From an optimization exercise on the open Yosys and OpenROAD flow, aimed at small area, a short achievable clock period and few clock cycles per item; shortcuts taken in it are not production practice.
Where RTL was checked, it was by simulation tests only, not by an equivalence proof against the original.

==> flow/design.v (excerpt) <==
module hmm_viterbi_decoder #(
  parameter int DATA_PREC       = 16,
  parameter int HIDDEN_STATES   = 4,
  parameter int OBSERVED_STATES = 4,
  parameter int OBSERVED_LEN    = 16,
  localparam int SW = (HIDDEN_STATES > 1) ? $clog2(HIDDEN_STATES) : 1,
  localparam int OW = (OBSERVED_STATES > 1) ? $clog2(OBSERVED_STATES) : 1
) (
  input  logic                 clk,
  input  logic                 rst,
  input  logic [HIDDEN_STATES*HIDDEN_STATES*DATA_PREC-1:0]   trans,
  input  logic [HIDDEN_STATES*OBSERVED_STATES*DATA_PREC-1:0] emm,
  input  logic [HIDDEN_STATES*DATA_PREC-1:0]                 stationary_distribution,
  input  logic                 in_valid,
  output logic                 in_ready,
  input  logic [OW-1:0]        in_obs,
  output logic                 out_valid,
  input  logic                 out_ready,
  output logic [SW-1:0]        out_state,
  output logic                 out_last,
  output logic [DATA_PREC-1:0] out_prob
);
Settings: LEC_CHECK=0, ABC_CLOCK_PERIOD_IN_PS=5500, CAP_MARGIN=20, CORE_MARGIN=2, CORE_UTILIZATION=40, SLEW_MARGIN=20, SYNTH_HIERARCHICAL=1; clock period 24.0 ns.
standard.sh (not shown) runs the stock make flow with config.mk's settings and CLKGATE_MAP_FILE= SYNTH_SCRIPT=/design/flow/synth_recipe.tcl, a recipe that flattens the netlist after the stock synthesis.
==> flow/flow/run.sh <==
#!/bin/bash
# Layout flow: the standard ORFS flow (standard.sh), with
#  - port buffers of the smallest plain buffer instead of the default delay buffer,
#  - repair_timing asked for extra setup slack so that the layout is sized for speed
#    (the clock and constraints are the design's; only the repair target changes).
set -euo pipefail
source flow/params.sh
bash standard.sh \
  "BUFFER_PORTS_ARGS=-buffer_cell sky130_fd_sc_hd__buf_1" \
  "SETUP_SLACK_MARGIN=${MARGIN}" \
  finish > flow_make.log 2>&1
==> flow/flow/params.sh <==
MARGIN=17.5
Edit:
==> flow/flow/params.sh (replaced) <==
MARGIN=18.5
What happened:
- core utilization climbs by 3.2 points
- clock skew went up by 0.024 ns
- worst setup slack gains 0.19 ns
- die area stays the same
Function was not checked in any run of this note: the RTL went through the layout flow alone.


cedar:
Another version of the RTL of hmm_viterbi_decoder (not shown whole).
Size in the first run: roughly 4500 cells after synthesis, ~390 flip-flops, about 600 I/O pins.
==> flow/config.mk <==
export PLATFORM = sky130hd
export DESIGN_NAME = hmm_viterbi_decoder
export DESIGN_NICKNAME = hmm_viterbi_decoder
export VERILOG_FILES = /design/flow/design.v
export SDC_FILE = /design/flow/constraint.sdc
export NUM_CORES = 4
export LEC_CHECK = 0
export ABC_CLOCK_PERIOD_IN_PS = 5500
export CAP_MARGIN = 20
export CORE_MARGIN = 2
export CORE_UTILIZATION = 40
export CTS_CLUSTER_DIAMETER = 150
export CTS_CLUSTER_SIZE = 20
export SLEW_MARGIN = 20
export SYNTH_HIERARCHICAL = 1
==> flow/constraint.sdc <==
create_clock -name core_clock -period 24.0 [get_ports {clk}]
set_input_delay 4.8000 -clock core_clock [delete_from_list [all_inputs] [get_ports {clk}]]
set_output_delay 4.8000 -clock core_clock [all_outputs]
set_load 0.01 [all_outputs]
==> flow/flow/params.sh <==
MARGIN=18.0
Scripts as last shown in full above: flow/flow/run.sh
cedar finished end to end and its layout was clean on timing, DRC and antenna.
Testbench counts of cedar, summed over its fixed seeds: cycles 28,672, sequences 256.
Modified inputs, garnet compared to cedar
Settings: a change of CTS_CLUSTER_SIZE from 20 to 16; an added TNS_END_PERCENT of 10; a change of CTS_CLUSTER_DIAMETER from 150 to 120.
Findings:
- The maximum clock frequency of garnet is lower than that of cedar.
- On synthesis-to-finish area growth, cedar tracks garnet almost exactly.
- Going from cedar to garnet, sequential share of cell area closely matched the old numbers; wire length of the first global-routing pass closely matched the old numbers; final-layout clock buffer total increased by 8 relative to the old numbers; met1 track demand over resource increased by 0.36 points relative to the old numbers.
- garnet -> cedar: multi-input gate count delta 0, exact match
Relative to garnet, the following input files were edited for xenon:
Settings: a deleted TNS_END_PERCENT that had been 10; a change of CORE_UTILIZATION from 40 to 50.
[summary]
- Area overhead of the layout relative to synthesis delta (garnet -> xenon): insignificant
- Setup slack, garnet and xenon, lower one = xenon.
- Of garnet and xenon, the higher met1 wire length belongs to xenon.
- Going from garnet to xenon, via count grew slightly.
- Of garnet and xenon, the run reporting the lower height of the die was xenon.
- garnet → xenon: final instance area closely matched the old numbers, arrival time at the worst endpoint increased by 60 ps relative to the old numbers, sequential share of layout area closely matched the old numbers.
- Looking at launch point of the critical path, the m_q[11]$_DFF_P_ result is from garnet; the in_ready_q$_DFF_PP0_ one comes from xenon.


== tundra ==
hmm_viterbi_decoder, a different RTL version from the one above (not shown whole).
Size: about 4700 cells after synthesis, ~390 flip-flops, about 600 I/O pins, about 0.049 mm2 of cells after synthesis.
==> flow/config.mk <==
export PLATFORM = sky130hd
export DESIGN_NAME = hmm_viterbi_decoder
export DESIGN_NICKNAME = hmm_viterbi_decoder
export VERILOG_FILES = /design/flow/design.v
export SDC_FILE = /design/flow/constraint.sdc
export NUM_CORES = 4
export LEC_CHECK = 0
export ABC_CLOCK_PERIOD_IN_PS = 5500
export CAP_MARGIN = 20
export CORE_MARGIN = 2
export CORE_UTILIZATION = 40
export CTS_CLUSTER_DIAMETER = 60
export CTS_CLUSTER_SIZE = 30
export SLEW_MARGIN = 20
export SYNTH_HIERARCHICAL = 1
==> flow/constraint.sdc <==
create_clock -name core_clock -period 24.0 [get_ports {clk}]
set_input_delay 4.8000 -clock core_clock [delete_from_list [all_inputs] [get_ports {clk}]]
set_output_delay 4.8000 -clock core_clock [all_outputs]
set_load 0.01 [all_outputs]
Scripts as last shown in full above: flow/flow/run.sh, flow/flow/params.sh
Every stage of the flow completed for tundra, and the final layout passed the timing, DRC and antenna checks.
Changes in pepper relative to tundra:
- CTS_CLUSTER_DIAMETER: 60 -> unset
- CTS_BUF_LIST: unset -> sky130_fd_sc_hd__clkbuf_4
- CTS_CLUSTER_SIZE: 30 -> unset
==> flow/flow/params.sh <==
MARGIN=17.5
==> notes.md <==
pepper | status: complete | timing, DRC, antenna: pass. Lower first-pass GRT wire length among pepper and tundra: tundra. pepper vs. tundra: design area fell 930 um2, critical path depth grew by 1.
--- input diff pepper..lagoon ---
- CTS_BUF_LIST no longer set, was sky130_fd_sc_hd__clkbuf_4
==> flow/flow/params.sh <==
MARGIN=18.0
--- outcome ---
- No stage failed in lagoon, and the final checks on the layout all came back clean.
- Clock skew ended up 84 ps lower on lagoon than on pepper.
- [compare] base=pepper new=lagoon: number of nets at the end of the flow decreased about 0.32%, period utilization fell 1.7 points, non-clock buffer count went up 6.4%.
Function was not checked in any run of this note: the RTL went through the layout flow alone.


hmm_viterbi_decoder, a different RTL version from the one above (not shown whole).
Size in the first run: ~4,700 cells after synthesis, about 600 I/O pins, about 0.048 sq mm of cells after synthesis.
## hmm_viterbi_decoder
module hmm_viterbi_decoder #(
  parameter int DATA_PREC       = 16,
  parameter int HIDDEN_STATES   = 4,
  parameter int OBSERVED_STATES = 4,
  parameter int OBSERVED_LEN    = 16,
  localparam int SW = (HIDDEN_STATES > 1) ? $clog2(HIDDEN_STATES) : 1,
  localparam int OW = (OBSERVED_STATES > 1) ? $clog2(OBSERVED_STATES) : 1
) (
  input  logic                 clk,
  input  logic                 rst,
  input  logic [HIDDEN_STATES*HIDDEN_STATES*DATA_PREC-1:0]   trans,
  input  logic [HIDDEN_STATES*OBSERVED_STATES*DATA_PREC-1:0] emm,
  input  logic [HIDDEN_STATES*DATA_PREC-1:0]                 stationary_distribution,
  input  logic                 in_valid,
  output logic                 in_ready,
  input  logic [OW-1:0]        in_obs,
  output logic                 out_valid,
  input  logic                 out_ready,
  output logic [SW-1:0]        out_state,
  output logic                 out_last,
  output logic [DATA_PREC-1:0] out_prob
);
Settings: LEC_CHECK=0, ABC_CLOCK_PERIOD_IN_PS=5500, CAP_MARGIN=20, CORE_MARGIN=2, CORE_UTILIZATION=40, SLEW_MARGIN=20, SYNTH_HIERARCHICAL=1; clock period 24.0 ns.
==> flow/flow/params.sh <==
MARGIN=18.0
Scripts as last shown in full above: flow/flow/run.sh
The baseline passed the timing, DRC and antenna checks.
Edit:
==> flow/flow/params.sh (replaced) <==
MARGIN=18.25
After rerunning:
- wire length came out higher by 3.3%
- global-route usage increases by 0.69 points
- via count climbs by 1.4%
- setup slack loses 0.020 ns
- clock skew stays flat
- design area climbs by 2.8%
No run of this note included a check of the RTL's function; only the layout flow was run.


hmm_viterbi_decoder with an RTL version that a note above also has.
Size: about 4500 cells after synthesis, about 390 flip-flops, about 600 I/O pins, roughly 48000 um2 of cells after synthesis.
Settings: LEC_CHECK=0, ABC_CLOCK_PERIOD_IN_PS=5500, CAP_MARGIN=20, CORE_MARGIN=2, CORE_UTILIZATION=40, CTS_CLUSTER_DIAMETER=120, CTS_CLUSTER_SIZE=16, SLEW_MARGIN=20, SYNTH_HIERARCHICAL=1; clock period 24.0 ns.
==> flow/flow/params.sh <==
MARGIN=18.0
Scripts as last shown in full above: flow/flow/run.sh
Testbench counts at the start, summed over its fixed seeds: cycles 28,672, sequences 256.
Rerun with:
- CTS_CLUSTER_DIAMETER: 120 -> default
- CTS_CLUSTER_SIZE: 16 -> default
=> Core utilization went up by 0.87 points; global-route usage went up by 0.14 points; setup slack gets worse by 74 ps; routed wire length went up by 0.74%; clock-buffer cell count went up by 14; area after synthesis is unchanged; final area went up by 1.9%.
Rerun with:
- CTS_CLUSTER_DIAMETER: default -> 120
- CTS_CLUSTER_SIZE: default -> 16
- TNS_END_PERCENT: default -> 30
The new run completed without violations.
Register-to-register slack gets better by 40 ps.
Global-route usage drops by 0.30 points.
First-iteration DRC count falls by roughly a tenth.
Area after synthesis is unchanged.
Synthesized cell count is unchanged.
Routed wire length shrinks slightly.
Non-clock buffer count went down by 3.
Final cell count fell slightly.

-- afterwards: timing with drivers on the ports --
How much do the figures lean on ideal ports? The routed layouts below were timed once more, with nothing changed but the port constraints.
Step 1: set_driving_cell puts a clkbuf_16 on clk and a buf_2 on each other input, an assumption about the parent block.
Step 2 adds t to the input delays and takes it off the output delays; t is the mean of the earliest and latest rising clock arrival at the registers after step 1. Input paths then give back, and output paths get back, about the clock's delay inside the block.
Slacks: ideal ports / drivers / drivers and shift; pairs: ideal ports / drivers.
| run | t, ns | setup slack, ns | latest minus earliest clock arrival (ns) | cell pins on the clock port's net |
|---|---|---|---|---|
| the first run of note 1 | 0.748 | 17.619 / 17.543 / 17.277 | 0.048 / 0.049 | 1 |
| the second run of note 1 | 0.712 | 17.813 / 17.737 / 17.859 | 0.074 / 0.074 | 1 |
| cedar | 0.668 | 18.017 / 17.949 / 17.425 | 0.044 / 0.043 | 1 |
| garnet | 0.716 | 17.972 / 17.909 / 17.339 | 0.051 / 0.051 | 1 |
| xenon | 0.710 | 17.911 / 17.841 / 17.272 | 0.045 / 0.045 | 1 |
| tundra | 0.715 | 17.846 / 17.776 / 17.396 | 0.076 / 0.075 | 1 |
| pepper | 1.048 | 17.458 / 17.386 / 16.736 | 0.129 / 0.129 | 1 |
| lagoon | 0.720 | 17.876 / 17.804 / 17.339 | 0.048 / 0.048 | 1 |
| the first run of note 4 | 0.713 | 17.865 / 17.792 / 17.465 | 0.071 / 0.071 | 1 |
| the second run of note 4 | 0.718 | 17.844 / 17.774 / 17.555 | 0.073 / 0.073 | 1 |
| the first run of note 5 | 0.648 | 18.021 / 17.958 / 17.434 | 0.064 / 0.064 | 1 |
| the second run of note 5 | 0.707 | 17.947 / 17.882 / 17.369 | 0.107 / 0.107 | 1 |
| the third run of note 5 | 0.716 | 17.963 / 17.900 / 17.347 | 0.054 / 0.054 | 1 |
After both steps every run listed still meets setup and hold. For pepper, which loses most, drivers alone change the setup slack by -0.072 ns; drivers and shift together by -0.722 ns.
